This design comes from an exercise in tuning for small area, a short achievable clock period and few clock cycles on the open sky130 flow, not from production work.
At most, simulation tests tie the RTL to the original design; equivalence was not proved.
The RTL of runs 1 and 2 was laid out without a check of its function.
Power and IR drop assume default switching activity.

==> flow/config.mk <==
export PLATFORM = sky130hd
export DESIGN_NAME = millisecond_timer_slot_table_unit
export DESIGN_NICKNAME = millisecond_timer_slot_table_unit
export VERILOG_FILES = /design/flow/design.v
export SDC_FILE = /design/flow/constraint.sdc
export NUM_CORES = 4
export LEC_CHECK = 0
export ABC_CLOCK_PERIOD_IN_PS = 2200
export CAP_MARGIN = 20
export CORE_MARGIN = 2
export CORE_UTILIZATION = 55
export SETUP_SLACK_MARGIN = 2.3
export SLEW_MARGIN = 20
==> flow/constraint.sdc <==
create_clock -name core_clock -period 4.5 [get_ports {clock}]
set_input_delay 0.9000 -clock core_clock [delete_from_list [all_inputs] [get_ports {clock}]]
set_output_delay 0.9000 -clock core_clock [all_outputs]
set_load 0.01 [all_outputs]
==> flow/design.v <==
package msts_pkg;
   localparam int SLOTS       = 16;
   localparam int SLOT_W      = 4;
   localparam int ID_WIDTH    = 8;
   localparam int COUNT_WIDTH = 16;
   localparam logic [1:0] CMD_TICK  = 2'd0;
   localparam logic [1:0] CMD_START = 2'd1;
   localparam logic [1:0] CMD_STOP  = 2'd2;
   localparam logic [1:0] CMD_READ  = 2'd3;
endpackage
module millisecond_timer_slot_table_unit (
   input  logic        clock,
   input  logic        reset,
   input  logic        req_tvalid,
   output logic        req_tready,
   input  logic [7:0]  req_tdata,   
   input  logic [1:0]  req_tuser,   
   output logic        rsp_tvalid,
   input  logic        rsp_tready,
   output logic [39:0] rsp_tdata
);
   localparam int SLOTS = msts_pkg::SLOTS;
   localparam int CW    = msts_pkg::COUNT_WIDTH;
   logic [SLOTS-1:0] used_ff;
   logic [7:0]       owner_ff [SLOTS];
   logic [CW-1:0]    stamp_ff [SLOTS];
   logic [CW-1:0]    tick_cnt_ff;
   logic             r_v_ff;
   logic [1:0]       r_cmd_ff;
   logic [7:0]       r_id_ff;
   logic             s0_v_ff;
   logic             s0_tick_ff, s0_start_ff, s0_stop_ff, s0_read_ff;
   logic [7:0]       s0_id_ff;
   logic [SLOTS-1:0] s0_eq_ff;
   logic             s0_hit_ff;
   logic          e_v_ff;
   logic          e_success_ff;
   logic [3:0]    e_slot_ff;
   logic          e_running_ff;
   logic [CW-1:0] e_stamp_ff;
   logic          out_v_ff;
   logic          out_success_ff;
   logic [3:0]    out_slot_ff;
   logic [CW-1:0] out_elapsed_ff;
   logic          out_running_ff;
   logic adv, ex;
   assign adv        = !out_v_ff || rsp_tready;
   assign req_tready = rsp_tready;
   assign ex         = s0_v_ff && adv;
   logic [SLOTS-1:0] free1, claim, release_;
   logic [SLOTS-1:0] claim_s, release_s;
   logic             hit, anyfree, stop_rest;
   logic             is_tick, is_start, is_stop, is_read;
   logic [3:0]       hit_idx, free_idx;
   logic [CW-1:0]    hit_stamp;
   assign is_tick  = s0_tick_ff;
   assign is_start = s0_start_ff;
   assign is_stop  = s0_stop_ff;
   assign is_read  = s0_read_ff;
   always_comb begin
      logic seen_free;
      seen_free = 1'b0;
      hit_idx   = '0;
      free_idx  = '0;
      hit_stamp = '0;
      stop_rest = 1'b0;
      for (int i = 0; i < SLOTS; i++) begin
         free1[i]  = !used_ff[i] && !seen_free;
         seen_free = seen_free || !used_ff[i];
         if (s0_eq_ff[i]) begin
            hit_idx   = hit_idx | 4'(i);
            hit_stamp = hit_stamp | stamp_ff[i];
         end
         if (free1[i]) begin
            free_idx = free_idx | 4'(i);
         end
         stop_rest = stop_rest || (used_ff[i] && !s0_eq_ff[i]);
      end
      hit      = s0_hit_ff;
      anyfree  = seen_free;
      claim_s   = (s0_v_ff && is_start && !hit) ? free1 : '0;
      release_s = (s0_v_ff && is_stop) ? s0_eq_ff : '0;
      claim     = adv ? claim_s : '0;
      release_  = adv ? release_s : '0;
   end
   logic [SLOTS-1:0] in_eq, cmp;
   logic             in_hit, fwd;
   assign fwd = s0_v_ff && (r_id_ff == s0_id_ff);
   always_comb begin
      for (int i = 0; i < SLOTS; i++) begin
         cmp[i] = used_ff[i] && (owner_ff[i] == r_id_ff);
      end
      if (fwd) begin
         in_eq  = is_stop ? '0 : (s0_eq_ff | claim_s);
         in_hit = !is_stop && (hit || (is_start && anyfree));
      end else begin
         in_eq  = cmp;
         in_hit = |cmp;
      end
   end
   logic [CW-1:0] tick_cnt_in;
   assign tick_cnt_in = is_tick ? tick_cnt_ff + 1'b1 : tick_cnt_ff;
   always_ff @(posedge clock) begin
      if (reset) begin
         used_ff     <= '0;
         tick_cnt_ff <= '0;
      end else begin
         used_ff <= (used_ff | claim) & ~release_;
         if (ex) begin
            tick_cnt_ff <= tick_cnt_in;
         end
      end
   end
   always_ff @(posedge clock) begin
      for (int i = 0; i < SLOTS; i++) begin
         if (!used_ff[i]) begin
            owner_ff[i] <= s0_id_ff;
            stamp_ff[i] <= tick_cnt_ff;
         end
      end
   end
   always_ff @(posedge clock) begin
      if (reset) begin
         r_v_ff   <= 1'b0;
         s0_v_ff  <= 1'b0;
         e_v_ff   <= 1'b0;
         out_v_ff <= 1'b0;
      end else begin
         if (req_tready) begin
            r_v_ff <= req_tvalid;
         end else if (adv) begin
            r_v_ff <= 1'b0;
         end
         if (adv) begin
            s0_v_ff  <= r_v_ff;
            e_v_ff   <= s0_v_ff;
            out_v_ff <= e_v_ff;
         end
      end
   end
   always_ff @(posedge clock) begin
      if (req_tready) begin
         r_cmd_ff <= req_tuser;
         r_id_ff  <= req_tdata;
      end
   end
   always_ff @(posedge clock) begin
      if (adv) begin
         s0_tick_ff  <= (r_cmd_ff == msts_pkg::CMD_TICK);
         s0_start_ff <= (r_cmd_ff == msts_pkg::CMD_START);
         s0_stop_ff  <= (r_cmd_ff == msts_pkg::CMD_STOP);
         s0_read_ff  <= (r_cmd_ff == msts_pkg::CMD_READ);
         s0_id_ff  <= r_id_ff;
         s0_eq_ff  <= in_eq;
         s0_hit_ff <= in_hit;
      end
   end
   always_ff @(posedge clock) begin
      if (adv) begin
         e_stamp_ff   <= (hit && (is_start || is_read)) ? hit_stamp : tick_cnt_in;
         e_success_ff <= is_tick || hit || (is_start && anyfree);
         e_running_ff <= is_start || (is_stop ? stop_rest : (|used_ff));
         if (hit && (is_start || is_read)) begin
            e_slot_ff <= hit_idx;
         end else if (is_start && anyfree) begin
            e_slot_ff <= free_idx;
         end else begin
            e_slot_ff <= '0;
         end
      end
   end
   always_ff @(posedge clock) begin
      if (adv) begin
         out_success_ff <= e_success_ff;
         out_slot_ff    <= e_slot_ff;
         out_running_ff <= e_running_ff;
         out_elapsed_ff <= tick_cnt_ff - e_stamp_ff;
      end
   end
   assign rsp_tvalid = out_v_ff;
   assign rsp_tdata  = {2'b00, out_running_ff, 16'd0, out_elapsed_ff, out_slot_ff, out_success_ff};
endmodule
==> flow/flow/run.sh <==
#!/bin/bash
set -o pipefail
export CTS_ARGS="-sink_clustering_enable -repair_clock_nets -dont_use_dummy_load -sink_clustering_size 24 -sink_clustering_max_diameter 60 -buf_list {sky130_fd_sc_hd__clkbuf_8 sky130_fd_sc_hd__clkbuf_16}"
bash standard.sh > standard.log 2>&1
==> flow/standard.sh <==
#!/bin/bash
# synth_recipe.tcl (not shown) runs the flow's synth.tcl, then flattens the netlist and writes it again
# the make line also repeats each setting of config.mk as NAME=value (left out here)
make -C /OpenROAD-flow-scripts/flow DESIGN_CONFIG=/design/flow/config.mk WORK_HOME=/design/flow/orfs CLKGATE_MAP_FILE= SYNTH_SCRIPT=/design/flow/synth_recipe.tcl "${@:-finish}"
==> results by group, run 1 <==
Place
  – Post-DP Area: 21600 µm²
  – IO Port Bufs: 37
  – Placer Congestion: 0.846
  – Dpl hpwl: 32300 µm

Global route
  – Vias in the first global route: 11976
  – Largest net degree at the start of global routing: 40
  – First-pass GRT wire length: 81500 µm
  – GR Util All Layers: 29.4%
  – Total grt overflow: 0
  – Initial antenna violation count: 0

Clock tree
  – Clock Sink Count: 503
  – Worst-path clk slew: 90 ps
  – H-tree Lvls: 2
  – Clock root buffer: clkbuf_16
  – Post-CTS Hold Buffers: 0
  – Clock Latency Late Sink: 540 ps
  – CTS max path bufs: 3
  – Total CTS buffers: 36
  – CTS tree: done

Timing
  – Fmax: 419 MHz
  – Max-slew violations: 0
  – Tcrit/Tclk final: 53.0%
  – Final setup vio count: 0
  – Slew @ Worst Pin: 851 ps
  – Total Negative Setup Slacks: 0 ps
  – RSZ-0062 raised after global routing: true
  – Skew final: about 33 ps
  – Minimum clock period: about 2400 ps
  – Relative slew slack: a little over two fifths
  – WHS: around 420 ps
  – Hold Fails Final Rpt: 0

Detailed routing
  – First-pass iteration count of the detailed router: 6
  – Wire per inst: 28.5 µm
  – Vias per cell: 6.39
  – Final wirelength: 56300 µm
  – Post-detailed-route DRC marker count: 0
  – Vias: between 10000 and 15000
  – First DRT Iteration DRCs: approximately 1500
  – Number of routed nets with antenna violations: 0

Synthesis
  – Synth area leaders: edfxtp_1, xnor2_1, dfxtp_1
  – Top_reg_cell synth: edfxtp_1
  – Adder-Cell Fraction of Synth Area: under 10%
  – Synth Instances: 1383
  – Yosys cell types: approximately 60
  – Register area share after synthesis: 71.6%
  – #FFs+latches synth: between 500 and 600
  – Simple logic cell fraction of the synthesized area: ~7.4%
  – Count leader, synth: edfxtp_1
  – Xor/xnor share of the synthesized area: 7.27%
  – Synthesis Warnings: 3
  – Largest family of logic cells by synthesized area: compound AO/OA/AOI/OAI gates
  – Compound-cell area share of the yosys netlist: 9.39%
  – Post-synthesis async set-or-reset flop share: 0%
  – Area leader, netlist: edfxtp_1
  – Post-Syn Area per Cell: 14.9 µm²
  – Mux cell area share after synthesis: 0.103%
  – Post-synth top cells: edfxtp_1, xnor2_1, a22oi_1, nand3_1, a21oi_1
  – Mapped cell area: around 21000 µm²
  – Area share of the largest cell type after synthesis: 68.1%
  – Post-synth EDFFs: around 470

Setup path
  – Crit path max-delay family: compound AO/OA/AOI/OAI gates
  – Worst-path fanout max: 2
  – WP data required: 4880 ps
  – Levels on crit path: 9
  – CP Launch Type: flip-flop
  – Critical-path top delay cell: or4_1
  – Critical Path AT: 2770 ps
  – CP max stage delay: approximately 480 ps
  – Reg2reg start: e_stamp_ff[0]
  – Worst r2r path cells: 9
  – Worst path cell trace: ha_4, fa_2, nor2b_1, o21a_1, o21ai_4, a21oi_4, a31oi_4, or4_1, o211ai_1
  – Critical path launch point: e_stamp_ff[0]
  – Critical path class: flip-flop to flip-flop
  – Endpoint type of the worst setup path: flip-flop
  – CP bufs+invs: 0

Final layout
  – ANT cells: 0
  – Nets: 1542
  – Post-route cell area: 23500 µm²
  – Area Growth Syn to Fin: 13.9%
  – Layout cells sized above 1: between 10% and 20%
  – Fill count: 2695

Pwr
  – Power Density: roughly 370 nW/µm²
  – Worst vdd ir: 0.350 mV
  – Leakage power total: 8.83 nW

Min path
  – Min-delay worst type: flip-flop to flip-flop
  – HP Start: e_running_ff
  – Worst hold path depth: 0

Floorplan
  – FP Rows: 70
  – I/O pin cnt: 56
  – Full die area: about 39000 µm²
  – Die Y: around 200 µm
  – Horiz. Die Dim: 197 µm
  – Core Area: 36700 µm²
  – Starting Density: between 50% and 60%

Job
  – Max cap viols: 0

Run status
  – Status: complete, no violations
-- cells by family after synthesis --
| family | count (synthesis) |
|---|---|
| multiplexers | 2 |
| AND/OR/NAND/NOR | 284 |
| XOR/XNOR | 171 |
| other | 1 |
| buffers and inverters | 133 |
| AO/OA/AOI/OAI | 272 |
| flip-flops | 503 |
| adder cells (fa/ha/maj) | 17 |
-- sequential cells by signal, indices dropped and copies added, names as in the netlist, 2 cells and up --
register and cells:
e_slot_ff 4, e_stamp_ff 16, out_elapsed_ff 16, out_slot_ff 4
owner_ff 128, r_cmd_ff 2, r_id_ff 8, s0_eq_ff 16
s0_id_ff 8, stamp_ff 256, tick_cnt_ff 16, used_ff 16
-- cell type report --
type	instances	area, µm²	area share, %
inverter	36	191	0.816
sequential	503	14800	63.0
tap	468	586	2.50
timing repair buffer	169	1460	6.23
timing repair inverter	1	8.76	0.0373
clock buffer	36	901	3.84
multi-input combinational	764	5520	23.5
-- timing repair --
action / in CTS / in global routing
pin swaps: 6 / 11
resized for setup: 79 / 36
setup endpoints to repair: 98 / 50
endpoints found under the hold margin: 0 / 0
cloned: 1 / 0
buffers inserted: 40 / 37
-- metrics by stage --
| step | power, mW | setup slack [ps] | cells | util [%] |
|---|---|---|---|---|
| after global placement | 5.91 | 1380 | 1863 | 58.8 |
| after floorplan | 5.73 | 2180 | 1400 | - |
| after detailed placement | 5.92 | 1340 | 1863 | 58.8 |
| after CTS | 8.77 | 2100 | 1940 | 62.8 |
| after global routing | 9.00 | 2020 | 1977 | 63.9 |
| final | 8.75 | 2120 | 1977 | 63.9 |
-- cell usage in the layout (no fill, tap or decap), types with 18 or more instances in the layout --
master and instances:
edfxtp_1 467, nand3_1 57, dfxtp_1 20, nor3_1 28, nor2_1 43, xor2_1 40, a221oi_1 32, conb_1 18
a21oi_1 46, inv_1 24, nand2_1 41, dlygate4sd2_1 23, buf_4 112, a22oi_1 78, o21ai_0 19, clkbuf_16 36
xnor2_1 131, a22o_1 26, nand4_1 31
-- layer usage --
layer / share of wire [%] / global-route usage (%) / up-vias
met5: 0 / 0 / -
met4: 2.5 / 7.05 / 0
met3: 9.2 / 5.79 / 103
met2: 45 / 45.2 / 605
met1: 43 / 43.5 / 6398
li1: - / - / 5529
-- path summary, 6_finish.rpt --
kind / end / slack, ps
setup / recovery: out_elapsed_ff[14] / 2120
hold / removal: out_running_ff / 420
setup reg to reg: out_elapsed_ff[14] / 2120
hold reg to reg: out_running_ff / 420
-- power by group --
group / internal, mW / switching, mW
logic: 0.279 / 0.316
registers: 5.22 / 0.0701
clock network: 1.42 / 1.45
==> run 2, diff against run 1 <==
--- a/flow/design.v
+++ b/flow/design.v
@@ -37,4 +37,5 @@
    logic          e_success_ff;
    logic [3:0]    e_slot_ff;
+   logic          e_show_ff;
    logic          e_running_ff;
    logic [CW-1:0] e_stamp_ff;
@@ -99,6 +100,4 @@
       end
    end
-   logic [CW-1:0] tick_cnt_in;
-   assign tick_cnt_in = is_tick ? tick_cnt_ff + 1'b1 : tick_cnt_ff;
    always_ff @(posedge clock) begin
       if (reset) begin
@@ -107,6 +106,6 @@
       end else begin
          used_ff <= (used_ff | claim) & ~release_;
-         if (ex) begin
-            tick_cnt_ff <= tick_cnt_in;
+         if (ex && is_tick) begin
+            tick_cnt_ff <= tick_cnt_ff + 1'b1;
          end
       end
@@ -158,5 +157,6 @@
    always_ff @(posedge clock) begin
       if (adv) begin
-         e_stamp_ff   <= (hit && (is_start || is_read)) ? hit_stamp : tick_cnt_in;
+         e_show_ff    <= hit && (is_start || is_read);
+         e_stamp_ff   <= hit_stamp;
          e_success_ff <= is_tick || hit || (is_start && anyfree);
          e_running_ff <= is_start || (is_stop ? stop_rest : (|used_ff));
@@ -175,5 +175,5 @@
          out_slot_ff    <= e_slot_ff;
          out_running_ff <= e_running_ff;
-         out_elapsed_ff <= tick_cnt_ff - e_stamp_ff;
+         out_elapsed_ff <= e_show_ff ? (tick_cnt_ff - e_stamp_ff) : '0;
       end
    end
==> run 2 against run 1 <==
Effect of this change:
- design area fell by 0.99%
- combinational power down 21%
- routed wire length down 3.9%
- still clean
- critical path type unchanged
- power decreased by 1.1%
- highest routed layer unchanged
- hold slack gained 4.8 ps
- utilization is 0.18 points lower
- first-iteration DRC count rose by 10%
- final cell count is 3.8% lower
- largest cell class unchanged
- non-clock buffer count shrank 7
==> results by group, run 2 <==
Synthesis
  – Post-synth top cells: edfxtp_1, xnor2_1, a221oi_1, a22o_1, nor2_1 (was edfxtp_1, xnor2_1, a22oi_1, nand3_1, a21oi_1)
  – Area share of the largest cell type after synthesis: 69.4% (was 68.1%)
  – Synth area leaders: edfxtp_1, xnor2_1, dfxtp_1 (unchanged)
  – Compound-cell area share of the yosys netlist: 9.59% (was 9.39%)
  – Xor/xnor share of the synthesized area: 6.83% (was 7.27%)
  – Post-synth EDFFs: 468 (was 467)
  – Register area share after synthesis: 72.9% (was 71.6%)
  – Synth Instances: 1305 (was 1383)
  – Count leader, synth: edfxtp_1 (unchanged)
  – Post-synthesis async set-or-reset flop share: 0% (unchanged)
  – Yosys cell types: 62 (was 61)
  – Simple logic cell fraction of the synthesized area: 6.37% (was 7.35%)
  – Post-Syn Area per Cell: 15.5 µm² (was 14.9 µm²)
  – #FFs+latches synth: 504 (was 503)
  – Area leader, netlist: edfxtp_1 (unchanged)
  – Adder-Cell Fraction of Synth Area: 1.09% (was 1.07%)
  – Mux cell area share after synthesis: 0.204% (was 0.103%)
  – Mapped cell area: 20300 µm² (was 20600 µm²)
  – Top_reg_cell synth: edfxtp_1 (unchanged)
  – Synthesis Warnings: 3 (unchanged)
  – Largest family of logic cells by synthesized area: compound AO/OA/AOI/OAI gates (unchanged)

Global route
  – First-pass GRT wire length: 78500 µm (was 81500 µm)
  – GR Util All Layers: 28.6% (was 29.4%)
  – Initial antenna violation count: 0 (unchanged)
  – GR Util met2: 42.8% (was 45.2%)
  – Vias in the first global route: 11713 (was 11976)
  – Busiest grt layer: met1 (was met2)
  – Met3 Use GR: 4.50% (was 5.79%)
  – Total grt overflow: 0 (unchanged)
  – Largest net degree at the start of global routing: 43 (was 40)
  – GRT met1 Usage: 43.2% (was 43.5%)

Timing
  – Final setup vio count: 0 (unchanged)
  – Slew @ Worst Pin: 1220 ps (was 851 ps)
  – Relative slew slack: 18.6% (was 43.2%)
  – Hold Fails Final Rpt: 0 (unchanged)
  – Fmax: 404 MHz (was 419 MHz)
  – RSZ-0062 raised after global routing: true (unchanged)
  – Max-slew violations: 0 (unchanged)
  – Final WS setup: 2030 ps (was 2120 ps)
  – Total Negative Setup Slacks: 0 ps (unchanged)
  – Skew final: 32.2 ps (was 33.2 ps)
  – Minimum clock period: 2470 ps (was 2380 ps)
  – Tcrit/Tclk final: 54.9% (was 53.0%)

Final layout
  – Most flop-heavy register: stamp_ff (unchanged)
  – Area Growth Syn to Fin: 14.6% (was 13.9%)
  – ANT cells: 0 (unchanged)
  – Most frequent cells in the layout: edfxtp_1, xnor2_1, buf_4 (unchanged)
  – Nets: 1466 (was 1542)
  – Fill count: 2686 (was 2695)
  – Most common cell after layout, fill and taps aside: edfxtp_1 (unchanged)
  – Utilization after layout: 63.7% (was 63.9%)
  – Layout cells sized above 1: 16.8% (was 16.5%)
  – Top Registers: stamp_ff: 256 flops, owner_ff: 128 flops (unchanged)
  – Max reg flops: 256 (unchanged)

Min path
  – Hold Path End: out_slot_ff[3] (was out_running_ff)
  – Min-delay worst type: flip-flop to flip-flop (unchanged)
  – HP Start: e_slot_ff[3] (was e_running_ff)
  – Worst hold path depth: 0 (unchanged)

Setup path
  – Endpoint type of the worst setup path: flip-flop (unchanged)
  – CP Launch Type: flip-flop (unchanged)
  – Worst r2r path cells: 10 (was 9)
  – Worst-path fanout max: 3 (was 2)
  – Flop-to-flop setup slack: 2030 ps (was 2120 ps)
  – Reg2reg start: tick_cnt_ff[0] (was e_stamp_ff[0])
  – Critical Path AT: 2880 ps (was 2770 ps)
  – R2R Path End: out_elapsed_ff[14] (unchanged)
  – Critical path class: flip-flop to flip-flop (unchanged)
  – WP data required: 4910 ps (was 4880 ps)

Clock tree
  – H-tree Lvls: 2 (unchanged)
  – Post-CTS Hold Buffers: 0 (unchanged)
  – CTS tree: done (unchanged)
  – Total CTS buffers: 37 (was 36)
  – Worst-path clk slew: 80 ps (was 90 ps)
  – Clock Sink Count: 504 (was 503)
  – CTS max path bufs: 3 (unchanged)
  – Clock root buffer: clkbuf_16 (unchanged)
  – Clock Latency Late Sink: 570 ps (was 540 ps)

Place
  – IO Port Bufs: 37 (unchanged)
  – Pre-CTS setup slack: 1030 ps (was 1340 ps)
  – Dpl hpwl: 30700 µm (was 32300 µm)
  – Placer Congestion: 0.884 (was 0.846)

Detailed routing
  – Wire per inst: 28.5 µm (about the same)
  – Final wirelength: 54100 µm (was 56300 µm)
  – Vias: 12147 (was 12635)
  – First DRT Iteration DRCs: 1622 (was 1468)
  – Post-detailed-route DRC marker count: 0 (unchanged)
  – First-pass iteration count of the detailed router: 6 (unchanged)
  – Number of routed nets with antenna violations: 0 (unchanged)
  – Vias per cell: 6.39 (about the same)

Pwr
  – Worst vdd ir: 0.335 mV (was 0.350 mV)
  – Total power: 8.66 mW (was 8.75 mW)
  – Power Density: 373 nW/µm² (about the same)
  – Leakage power total: 8.76 nW (was 8.83 nW)

Floorplan
  – FP Rows: 70 (unchanged)
  – Core Area: 36400 µm² (was 36700 µm²)
  – I/O pin cnt: 56 (unchanged)
  – Full die area: 38400 µm² (was 39000 µm²)
  – Horiz. Die Dim: 196 µm (was 197 µm)
  – Die Y: 196 µm (was 197 µm)
  – Starting Density: 55.6% (was 56.1%)

Job
  – Max cap viols: 0 (unchanged)

Run status
  – Status: complete, no violations (unchanged)
-- run 2: critical path: stages, from the launching register on --
cell and delay (ps):
dfxtp_4 360, inv_2 70, ha_4 150, fa_2 220, nor2b_4 50, o21ai_2 140
a21oi_2 90, o41a_1 400, a311o_1 420, a31oi_2 220, mux2i_1 200
-- run 2: kinds of logic (layout without fill, tap and decap cells) --
| group | after synthesis | count (layout) |
|---|---|---|
| flops | 504 | 504 |
| compound gates | 249 | 249 |
| simple gates | 243 | 243 |
| xor+xnor | 158 | 158 |
| buf+inv | 129 | 240 |
| fa+ha+maj | 17 | 17 |
| mux | 4 | 4 |
| other cells | 1 | 18 |
-- run 2: worst max-delay path by stage --
stage	startpoint	end	slack (ps)	cells past startpoint
floorplan	rsp_tready	tick_cnt_ff[7]	1240	8
global placement	rsp_tready	e_stamp_ff[4]	1060	5
detailed placement	rsp_tready	out_elapsed_ff[3]	1030	5
CTS	tick_cnt_ff[0]	out_elapsed_ff[14]	2040	10
global route	tick_cnt_ff[0]	out_elapsed_ff[14]	1940	10
finish	tick_cnt_ff[0]	out_elapsed_ff[14]	2030	10
-- run 2: routing by layer --
| metal | share of wire (%) | up-vias |
|---|---|---|
| met4 | 2.5 | 0 |
| met5 | 0 | - |
| li1 | - | 5302 |
| met3 | 8.3 | 86 |
| met1 | 44 | 6222 |
| met2 | 45 | 537 |
-- run 2: area by class of cell --
| cell class | instances | area (µm²) | share of cell area [%] |
|---|---|---|---|
| flip-flops and latches | 504 | 14800 | 63.8 |
| inverters | 41 | 195 | 0.841 |
| repair buffers | 162 | 1460 | 6.28 |
| multi-input cells | 689 | 5240 | 22.6 |
| clock buffers | 37 | 926 | 3.99 |
| well taps | 468 | 586 | 2.52 |
-- run 2: through the flow --
step,hold WS [ps],cells,instance area (µm²)
2_1_floorplan,400,1322,20400
3_3_place_gp,402,1800,21300
3_5_place_dp,405,1801,21400
4_1_cts,421,1875,22800
5_1_grt,426,1901,23200
6_report,421,1901,23200
-- run 2: what timing repair did --
action / in CTS / in global routing
endpoints found under the setup margin: 165 / 71
pin swaps: 13 / 18
setup buffers: 37 / 25
hold endpoints to repair: 0 / 0
cloned: 0 / 1
gates resized for setup: 75 / 52
-- run 2: report_power, final --
part	switching [mW]	total (mW)	leakage (nW)	internal, mW
logic	0.253	0.470	2.51	0.216
registers	0.0653	5.26	5.80	5.20
clock network	1.47	2.93	0.456	1.46
total	1.79	8.66	8.76	6.87
==> run 3, diff against run 2 <==
--- a/flow/design.v
+++ b/flow/design.v
@@ -26,7 +26,4 @@
    logic [CW-1:0]    stamp_ff [SLOTS];
    logic [CW-1:0]    tick_cnt_ff;
-   logic             r_v_ff;
-   logic [1:0]       r_cmd_ff;
-   logic [7:0]       r_id_ff;
    logic             s0_v_ff;
    logic             s0_tick_ff, s0_start_ff, s0_stop_ff, s0_read_ff;
@@ -45,7 +42,7 @@
    logic [CW-1:0] out_elapsed_ff;
    logic          out_running_ff;
-   logic adv, ex;
+   logic adv, ex, nfull_ff;
    assign adv        = !out_v_ff || rsp_tready;
-   assign req_tready = rsp_tready;
+   assign req_tready = nfull_ff || rsp_tready;
    assign ex         = s0_v_ff && adv;
    logic [SLOTS-1:0] free1, claim, release_;
@@ -87,8 +84,8 @@
    logic [SLOTS-1:0] in_eq, cmp;
    logic             in_hit, fwd;
-   assign fwd = s0_v_ff && (r_id_ff == s0_id_ff);
+   assign fwd = s0_v_ff && (req_tdata == s0_id_ff);
    always_comb begin
       for (int i = 0; i < SLOTS; i++) begin
-         cmp[i] = used_ff[i] && (owner_ff[i] == r_id_ff);
+         cmp[i] = used_ff[i] && (owner_ff[i] == req_tdata);
       end
       if (fwd) begin
@@ -121,34 +118,26 @@
    always_ff @(posedge clock) begin
       if (reset) begin
-         r_v_ff   <= 1'b0;
          s0_v_ff  <= 1'b0;
          e_v_ff   <= 1'b0;
          out_v_ff <= 1'b0;
+         nfull_ff <= 1'b1;
       end else begin
          if (req_tready) begin
-            r_v_ff <= req_tvalid;
-         end else if (adv) begin
-            r_v_ff <= 1'b0;
+            s0_v_ff <= req_tvalid;
          end
          if (adv) begin
-            s0_v_ff  <= r_v_ff;
             e_v_ff   <= s0_v_ff;
             out_v_ff <= e_v_ff;
          end
+         nfull_ff <= !((req_tready ? req_tvalid : s0_v_ff) && (adv ? e_v_ff : out_v_ff));
       end
    end
    always_ff @(posedge clock) begin
       if (req_tready) begin
-         r_cmd_ff <= req_tuser;
-         r_id_ff  <= req_tdata;
-      end
-   end
-   always_ff @(posedge clock) begin
-      if (adv) begin
-         s0_tick_ff  <= (r_cmd_ff == msts_pkg::CMD_TICK);
-         s0_start_ff <= (r_cmd_ff == msts_pkg::CMD_START);
-         s0_stop_ff  <= (r_cmd_ff == msts_pkg::CMD_STOP);
-         s0_read_ff  <= (r_cmd_ff == msts_pkg::CMD_READ);
-         s0_id_ff  <= r_id_ff;
+         s0_tick_ff  <= (req_tuser == msts_pkg::CMD_TICK);
+         s0_start_ff <= (req_tuser == msts_pkg::CMD_START);
+         s0_stop_ff  <= (req_tuser == msts_pkg::CMD_STOP);
+         s0_read_ff  <= (req_tuser == msts_pkg::CMD_READ);
+         s0_id_ff  <= req_tdata;
          s0_eq_ff  <= in_eq;
          s0_hit_ff <= in_hit;
==> flow/flow/run.sh (replaced) <==
#!/bin/bash
set -o pipefail
export CTS_ARGS="-sink_clustering_enable -repair_clock_nets -dont_use_dummy_load -sink_clustering_size 32 -sink_clustering_max_diameter 70 -buf_list {sky130_fd_sc_hd__clkbuf_8 sky130_fd_sc_hd__clkbuf_16}"
bash standard.sh > standard.log 2>&1
--- a/flow/config.mk
+++ b/flow/config.mk
@@ -6,8 +6,8 @@
 export NUM_CORES = 4
 export LEC_CHECK = 0
-export ABC_CLOCK_PERIOD_IN_PS = 2200
+export ABC_CLOCK_PERIOD_IN_PS = 2300
 export CAP_MARGIN = 20
 export CORE_MARGIN = 2
 export CORE_UTILIZATION = 55
-export SETUP_SLACK_MARGIN = 2.3
+export SETUP_SLACK_MARGIN = 2.15
 export SLEW_MARGIN = 20
==> run 3 against run 2 <==
Effect of this change:
- power shrank 6.9%
- design area shrank 4.3%
- critical path type unchanged
- still clean
- setup slack gained 110 ps
- non-clock buffer count shrank 56
- synthesized area shrank 0.86%
- clock skew grew 20 ps
- combinational power shrank 11%
==> results by group, run 3 <==
Run status
  – Status: complete, no violations (unchanged)

Floorplan
  – I/O pin cnt: 56 (unchanged)
  – Full die area: 38100 µm² (was 38400 µm²)
  – Starting Density: 56.2% (was 55.6%)
  – Die Y: 195 µm (was 196 µm)
  – FP Rows: 69 (was 70)
  – Core Area: 35700 µm² (was 36400 µm²)
  – Horiz. Die Dim: 195 µm (was 196 µm)

Pwr
  – Psw: 1.67 mW (was 1.79 mW)
  – Sequential Power Share: 63.8% (was 60.8%)
  – Total power: 8.06 mW (was 8.66 mW)
  – Power share of the clock group: 31.0% (was 33.8%)
  – Comb pwr share: 5.2% (was 5.4%)
  – Worst vdd ir: 0.312 mV (was 0.335 mV)
  – Cell-internal power: 6.39 mW (was 6.87 mW)
  – Switching part of the total: 20.7% (was 20.6%)
  – Leakage power total: 8.36 nW (was 8.76 nW)
  – Power Density: 363 nW/µm² (was 373 nW/µm²)

Synthesis
  – Yosys cell types: 62 (unchanged)
  – Count leader, synth: edfxtp_1 (unchanged)
  – Mapped cell area: 20100 µm² (was 20300 µm²)
  – Area share of the largest cell type after synthesis: 68.5% (was 69.4%)
  – Top_reg_cell synth: edfxtp_1 (unchanged)
  – Post-synth EDFFs: 458 (was 468)
  – Synth area leaders: edfxtp_1, xnor2_1, dfxtp_1 (unchanged)
  – Synth Instances: 1313 (was 1305)
  – Post-Syn Area per Cell: 15.3 µm² (was 15.5 µm²)
  – Area leader, netlist: edfxtp_1 (unchanged)
  – Post-synthesis async set-or-reset flop share: 0% (unchanged)
  – Register area share after synthesis: 72.1% (was 72.9%)
  – Post-synth top cells: edfxtp_1, xnor2_1, a221oi_1, a22o_1, nor2_1 (unchanged)
  – #FFs+latches synth: 494 (was 504)
  – Synthesis Warnings: 3 (unchanged)

Detailed routing
  – Final wirelength: 53000 µm (was 54100 µm)
  – First-pass iteration count of the detailed router: 5 (was 6)
  – Number of routed nets with antenna violations: 0 (unchanged)
  – Vias per cell: 6.53 (was 6.39)
  – Post-detailed-route DRC marker count: 0 (unchanged)
  – Vias: 11970 (was 12147)
  – First DRT Iteration DRCs: 1588 (was 1622)
  – Wire per inst: 28.9 µm (was 28.5 µm)

Timing
  – Fmax: 424 MHz (was 404 MHz)
  – Final setup vio count: 0 (unchanged)
  – Skew final: 52.2 ps (was 32.2 ps)
  – Max-slew violations: 0 (unchanged)
  – Total Negative Setup Slacks: 0 ps (unchanged)
  – Slew @ Worst Pin: 1070 ps (was 1220 ps)
  – Minimum clock period: 2360 ps (was 2470 ps)
  – Tcrit/Tclk final: 52.4% (was 54.9%)
  – Relative slew slack: 28.6% (was 18.6%)
  – Hold Fails Final Rpt: 0 (unchanged)
  – RSZ-0062 raised after global routing: true (unchanged)

Final layout
  – Area Growth Syn to Fin: 10.7% (was 14.6%)
  – Post-route cell area: 22200 µm² (was 23200 µm²)
  – Fill count: 2712 (was 2686)
  – Register Area: 14500 µm² (was 14800 µm²)
  – Max reg flops: 256 (unchanged)
  – Most flop-heavy register: stamp_ff (unchanged)
  – Top Registers: stamp_ff: 256 flops, owner_ff: 128 flops (unchanged)
  – Layout cells sized above 1: 12.5% (was 16.8%)
  – Nets: 1406 (was 1466)
  – ANT cells: 0 (unchanged)
  – Most common cell after layout, fill and taps aside: edfxtp_1 (unchanged)
  – Most frequent cells in the layout: edfxtp_1, xnor2_1, a221oi_1 (was edfxtp_1, xnor2_1, buf_4)
  – Area of the multi-input gates: 5290 µm² (was 5240 µm²)

Setup path
  – CP max stage delay: 450 ps (was 420 ps)
  – Worst path cell trace: ha_4, o21a_1, o31a_1, o21ai_2, and2_1, or3b_2, and3_1 (was inv_2, ha_4, fa_2, nor2b_4, o21ai_2, a21oi_2, o41a_1, a311o_1, a31oi_2, mux2i_1)
  – Worst-path fanout max: 22 (was 3)
  – Critical Path AT: 2700 ps (was 2880 ps)
  – Critical-path top delay cell: or3b_2 (was a311o_1)
  – Critical path class: flip-flop to flip-flop (unchanged)
  – WP data required: 4840 ps (was 4910 ps)
  – Reg2reg start: tick_cnt_ff[3] (was tick_cnt_ff[0])
  – Endpoint type of the worst setup path: flip-flop (unchanged)
  – Critical path launch point: tick_cnt_ff[3] (was tick_cnt_ff[0])
  – CP Launch Type: flip-flop (unchanged)

Clock tree
  – Clock Latency Late Sink: 590 ps (was 570 ps)
  – CTS max path bufs: 3 (unchanged)
  – CTS tree: done (unchanged)
  – H-tree Lvls: 1 (was 2)
  – Worst-path clk slew: 80 ps (about the same)
  – Clock Sink Count: 494 (was 504)
  – Total CTS buffers: 29 (was 37)
  – Clock root buffer: clkbuf_16 (unchanged)

Min path
  – Min-delay worst type: flip-flop to flip-flop (unchanged)
  – HP Start: e_running_ff (was e_slot_ff[3])

Global route
  – First-pass GRT wire length: 77500 µm (was 78500 µm)
  – Vias in the first global route: 11427 (was 11713)
  – Largest net degree at the start of global routing: 48 (was 43)
  – Initial antenna violation count: 1 (was 0)
  – Total grt overflow: 0 (unchanged)
  – GR Util All Layers: 27.9% (was 28.6%)

Place
  – Placer Congestion: 0.832 (was 0.884)
  – Post-DP Area: 21000 µm² (was 21400 µm²)
  – Dpl hpwl: 30400 µm (was 30700 µm)
  – IO Port Bufs: 37 (unchanged)

Job
  – Max cap viols: 0 (unchanged)
==> run 3: layout make-up <==
class                           instances  share of cell area, %
Sequential cell                       494                   65.2
Clock buffer                           29                   3.27
Tap cell                              461                   2.60
Timing Repair Buffer                  106                   4.25
Multi-Input combinational cell        704                   23.8
Inverter                               40                  0.856
==> run 3: cell families (layout without fill, tap and decap cells) <==
family          after synthesis  count (layout)  synth area share, %
buf+inv                     132             175                 3.22
fa+ha+maj                    17              17                 1.10
xor+xnor                    156             156                 6.80
simple gates                265             265                 7.16
other cells                   1              18               0.0187
mux                           3               3                0.150
flops                       494             494                 72.1
compound gates              245             245                 9.48
==> run 3: layer usage <==
| metal | GRT usage, % | part of all wire (%) | vias to the layer above |
|---|---|---|---|
| met1 | 41.8 | 44 | 6108 |
| li1 | - | - | 5166 |
| met2 | 43.8 | 46 | 614 |
| met5 | 0 | 0 | - |
| met3 | 3.80 | 8.0 | 82 |
| met4 | 6.59 | 2.3 | 0 |
==> run 3: worst max-delay path, delay by kind of cell (launching register included) <==
family	cells	cell delay [ps]
AOI/OAI and AO/OA	3	570
DFF	1	430
and+or+nand+nor	3	790
adders and majority gates	1	340
==> run 3: power by group through the flow <==
stage / clock network [mW] / logic, mW / registers [mW]
global placement: 0 / 0.358 / 5.26
finish: 2.50 / 0.418 / 5.14
CTS: 2.54 / 0.384 / 5.15
detailed placement: 0 / 0.357 / 5.26
global route: 2.69 / 0.447 / 5.15
floorplan: 0 / 0.263 / 5.23
==> run 3: timing repair <==
item,CTS,global route
gates cloned,1,1
gates resized for setup,88,49
endpoints found under the setup margin,61,50
setup buffers,5,15
pin swaps,5,7
hold buffers,0,0
==> run 3: path summary, 6_finish.rpt <==
kind | end | slack (ps) | depth (start not counted)
setup / recovery | out_elapsed_ff[9] | 2140 | 7
hold / removal | out_running_ff | 420 | 0
setup reg to reg | out_elapsed_ff[9] | 2140 | 7
hold reg to reg | out_running_ff | 420 | 0
==> run 3: metrics by stage <==
step                setup slack (ps)  util [%]  hold WS (ps)  instances
floorplan                       1560         -           400       1330
detailed placement               902      58.7           405       1783
global placement                 848      58.7           404       1783
finish                          2140      62.2           422       1834
CTS                             2110      61.4           424       1818
global route                    2060      62.2           428       1834
Testbench counts of run 3, summed over its fixed seeds: cycles 4,824.

## static timing again, ports no longer ideal
How much do the figures lean on ideal ports? The routed layouts below were timed once more, with nothing changed but the port constraints.
Step 1 (the two cells are an assumption about what drives the block):
set clk [get_ports {clock}]
set_driving_cell -lib_cell sky130_fd_sc_hd__clkbuf_16 $clk
set_driving_cell -lib_cell sky130_fd_sc_hd__buf_2 [delete_from_list [all_inputs] $clk]
Step 2 also shifts input and output timing later by t, the mid clock arrival at the registers, as if the neighbouring blocks saw the same clock.
Slacks: no drivers / after step 1 / after step 2; pairs: no drivers / after step 1.
run	t (ns)	setup WS [ns]	worst setup path at the end	worst register clock-pin slew, ns
run 1	0.578	2.116 / 2.116 / 1.892	input to register	0.09 / 0.09
run 2	0.607	2.027 / 2.027 / 1.927	input to register	0.09 / 0.09
run 3	0.619	2.140 / 2.140 / 1.647	input to register	0.09 / 0.09
After both steps every run listed still meets setup and hold. The setup slack of run 3, which loses most, moves by 0.000 ns with the drivers and by -0.493 ns with both steps.
